This design comes from an exercise in tuning for a short achievable clock period and few clock cycles on the open sky130 flow, not from production work. Only simulation tests tie the RTL to the original design; equivalence was not proved. Power and IR drop assume default switching activity.

== the previous run ==
==> flow/design.v (excerpt) <==
module mips_pipeline #(
  parameter logic [mips_pkg::xlen-1:0] reset_pc = '0
) (
  input  logic                      clk,
  input  logic                      reset,
  output logic [mips_pkg::xlen-1:0] pc,
  input  logic [mips_pkg::xlen-1:0] instr,
  output logic                      memwrite,
  output logic [mips_pkg::xlen-1:0] memaddr,
  output logic [mips_pkg::xlen-1:0] memwritedata,
  input  logic [mips_pkg::xlen-1:0] memreaddata
);
==> flow/config.mk <==
export PLATFORM = sky130hd
export DESIGN_NAME = mips_pipeline
export DESIGN_NICKNAME = mips_pipeline
export VERILOG_FILES = /design/flow/design.v
export SDC_FILE = /design/flow/constraint.sdc
export NUM_CORES = 4
export LEC_CHECK = 0
export CAP_MARGIN = 20
export CORE_MARGIN = 2
export CORE_UTILIZATION = 40
export SETUP_SLACK_MARGIN = 4
export SLEW_MARGIN = 20
==> flow/constraint.sdc <==
create_clock -name core_clock -period 6.5 [get_ports {clk}]
set_input_delay 1.3000 -clock core_clock [delete_from_list [all_inputs] [get_ports {clk}]]
set_output_delay 1.3000 -clock core_clock [all_outputs]
set_load 0.01 [all_outputs]
run.sh (not shown) runs the stock make flow with config.mk's settings and CLKGATE_MAP_FILE= SYNTH_SCRIPT=/design/flow/synth_recipe.tcl, a recipe that flattens the netlist after the stock synthesis.
Testbench counts of the previous run, summed over its fixed seeds: cycles 51,992.
Changes in the current run relative to the previous run:
--- a/flow/design.v
+++ b/flow/design.v
@@ -300,24 +300,19 @@
   logic [31:0]     pc_plus4;
   logic            f_pred;
   logic            redirect, stall;
   logic [31:0]     redirect_pc;
   assign pc_plus4 = {pc[31:2] + 30'd1, pc[1:0]};
   logic [31:0] pc_next;
-  logic [31:bw+2] pc_hi_m1, pc_hi_p1, pc_hi_p2;
-  logic           pc4_carry;
-  assign pc_hi_m1  = pc[31:bw+2] - 1'b1;
-  assign pc_hi_p1  = pc[31:bw+2] + 1'b1;
-  assign pc_hi_p2  = pc[31:bw+2] + 2'd2;
-  assign pc4_carry = &pc[bw+1:2];
+  logic [31:bw+2] pc_hi_p1, pc_hi_m1;
+  assign pc_hi_p1 = pc_plus4[31:bw+2] + 1'b1;
+  assign pc_hi_m1 = pc_plus4[31:bw+2] - 1'b1;
   fetch_unit #(.bw(bw)) u_fetch (
     .pc          (pc),
-    .hi_m1       (pc_hi_m1),
     .hi_p1       (pc_hi_p1),
-    .hi_p2       (pc_hi_p2),
-    .pc4_carry   (pc4_carry),
+    .hi_m1       (pc_hi_m1),
     .pc_plus4    (pc_plus4),
     .instr       (instr),
     .redirect    (redirect),
     .redirect_pc (redirect_pc),
     .stall       (stall),
     .pred        (f_pred),
@@ -492,27 +487,26 @@
 `timescale 1ns/100ps
 `default_nettype none
 module fetch_unit #(
   parameter int bw = 10
 ) (
   input  logic [31:0] pc,
-  input  logic [31:bw+2] hi_m1,    
   input  logic [31:bw+2] hi_p1,    
-  input  logic [31:bw+2] hi_p2,    
-  input  logic           pc4_carry,   
+  input  logic [31:bw+2] hi_m1,    
   input  logic [31:0] pc_plus4,
   input  logic [31:0] instr,
   input  logic        redirect,
   input  logic [31:0] redirect_pc,
   input  logic        stall,
   output logic        pred,
   output logic [31:0] pc_next
 );
   logic           taken_guess, fits;
   logic [bw:0]    lo;
   logic [31:0]    target;
+  logic           up, dn, same_hi;
   logic           sel_redir, sel_hold, sel_tgt, sel_seq;
   assign taken_guess = (instr[31:27] == 5'b00010) &&
                        (instr[26] ^ (instr[25:21] == instr[20:16]));
   assign fits = (instr[15:bw-1] == '0) || (instr[15:bw-1] == '1);
   assign pred = taken_guess && fits;
   ks_adder #(.n(bw), .levels(3)) u_lo (
@@ -520,34 +514,18 @@
     .b    (instr[bw-1:0]),
     .cin  (1'b0),
     .s    (lo[bw-1:0]),
     .c    (),
     .cout (lo[bw])
   );
-  logic [1:0] hi_inc;   
-  logic       h_m1, h_0, h_p1, h_p2;
-  always_comb
-  begin
-    case ({pc4_carry, lo[bw], instr[15]})
-      3'b001:  hi_inc = 2'd0;
-      3'b000,
-      3'b011,
-      3'b101:  hi_inc = 2'd1;
-      3'b010,
-      3'b100,
-      3'b111:  hi_inc = 2'd2;
-      default: hi_inc = 2'd3;   
-    endcase
-  end
-  assign h_m1   = (hi_inc == 2'd0);
-  assign h_0    = (hi_inc == 2'd1);
-  assign h_p1   = (hi_inc == 2'd2);
-  assign h_p2   = (hi_inc == 2'd3);
-  assign target = {({(30-bw){h_m1}} & hi_m1) | ({(30-bw){h_0}} & pc[31:bw+2]) |
-                   ({(30-bw){h_p1}} & hi_p1) | ({(30-bw){h_p2}} & hi_p2),
-                   lo[bw-1:0], pc[1:0]};
+  assign up      = lo[bw] & ~instr[15];
+  assign dn      = ~lo[bw] & instr[15];
+  assign same_hi = ~(up | dn);
+  assign target  = {({(30-bw){up}} & hi_p1) | ({(30-bw){dn}} & hi_m1) |
+                    ({(30-bw){same_hi}} & pc_plus4[31:bw+2]),
+                    lo[bw-1:0], pc[1:0]};
   assign sel_redir = redirect;
   assign sel_hold  = ~redirect & stall;
   assign sel_tgt   = ~redirect & ~stall & pred;
   assign sel_seq   = ~redirect & ~stall & ~pred;
   assign pc_next   = ({32{sel_redir}} & redirect_pc) | ({32{sel_hold}} & pc) |
                      ({32{sel_tgt}} & target) | ({32{sel_seq}} & pc_plus4);
Findings:
The current run finished all stages; the layout is clean.
Via count of the first global-routing pass | the current run below the previous run
Reported for the previous run and the current run, sequential cell count of the final layout turned out identical to the last digit.
STATUS post-route worst setup slack: the current run loses against the previous run
Max combinational power across the previous run and the current run: the previous run
Cell total after placement is higher on the previous run
| worst hold slack | the current run vs the previous run | 0.010 ns higher |
Relative to the previous run, fill cell instance count of the final layout has decreased by 490 in the current run.
In the tables for the previous run and the current run, leakage power reads higher with the current run.
On sequential share of layout area, the previous run tracks the current run almost exactly.
Looking at multi-input gate share of the layout cell area across the previous run and the current run, the one that comes out lower is the current run.
Testbench counts of the current run, summed over its fixed seeds: cycles 51,992.

==> port drivers added, routing unchanged <==
In the flow no input, the clock included, has a driving cell. The finished layouts below were timed again as built, in two steps. Step 1 sets driving cells, clkbuf_16 on the clock port and buf_2 on the other inputs (assumed; they add their load-dependent delay and slew). Step 2 also shifts input and output timing later by t, the mid clock arrival at the registers, as if the neighbouring blocks saw the same clock. Slacks: ideal ports / drivers / drivers and shift; pairs: ideal ports / drivers.
| run | t (ns) | slack for setup (ns) | hold slack, ns | cell pins on the clock port's net |
|---|---|---|---|---|
| the previous run | 0.897 | 3.393 / 3.393 / 2.575 | 0.386 / 0.386 / 0.386 | 1 |
| the current run | 0.882 | 3.321 / 3.321 / 2.504 | 0.396 / 0.396 / 0.396 | 1 |
After both steps setup and hold are still met in every run listed. For the previous run, which loses most, drivers alone change the setup slack by 0.000 ns; drivers and shift together by -0.818 ns.
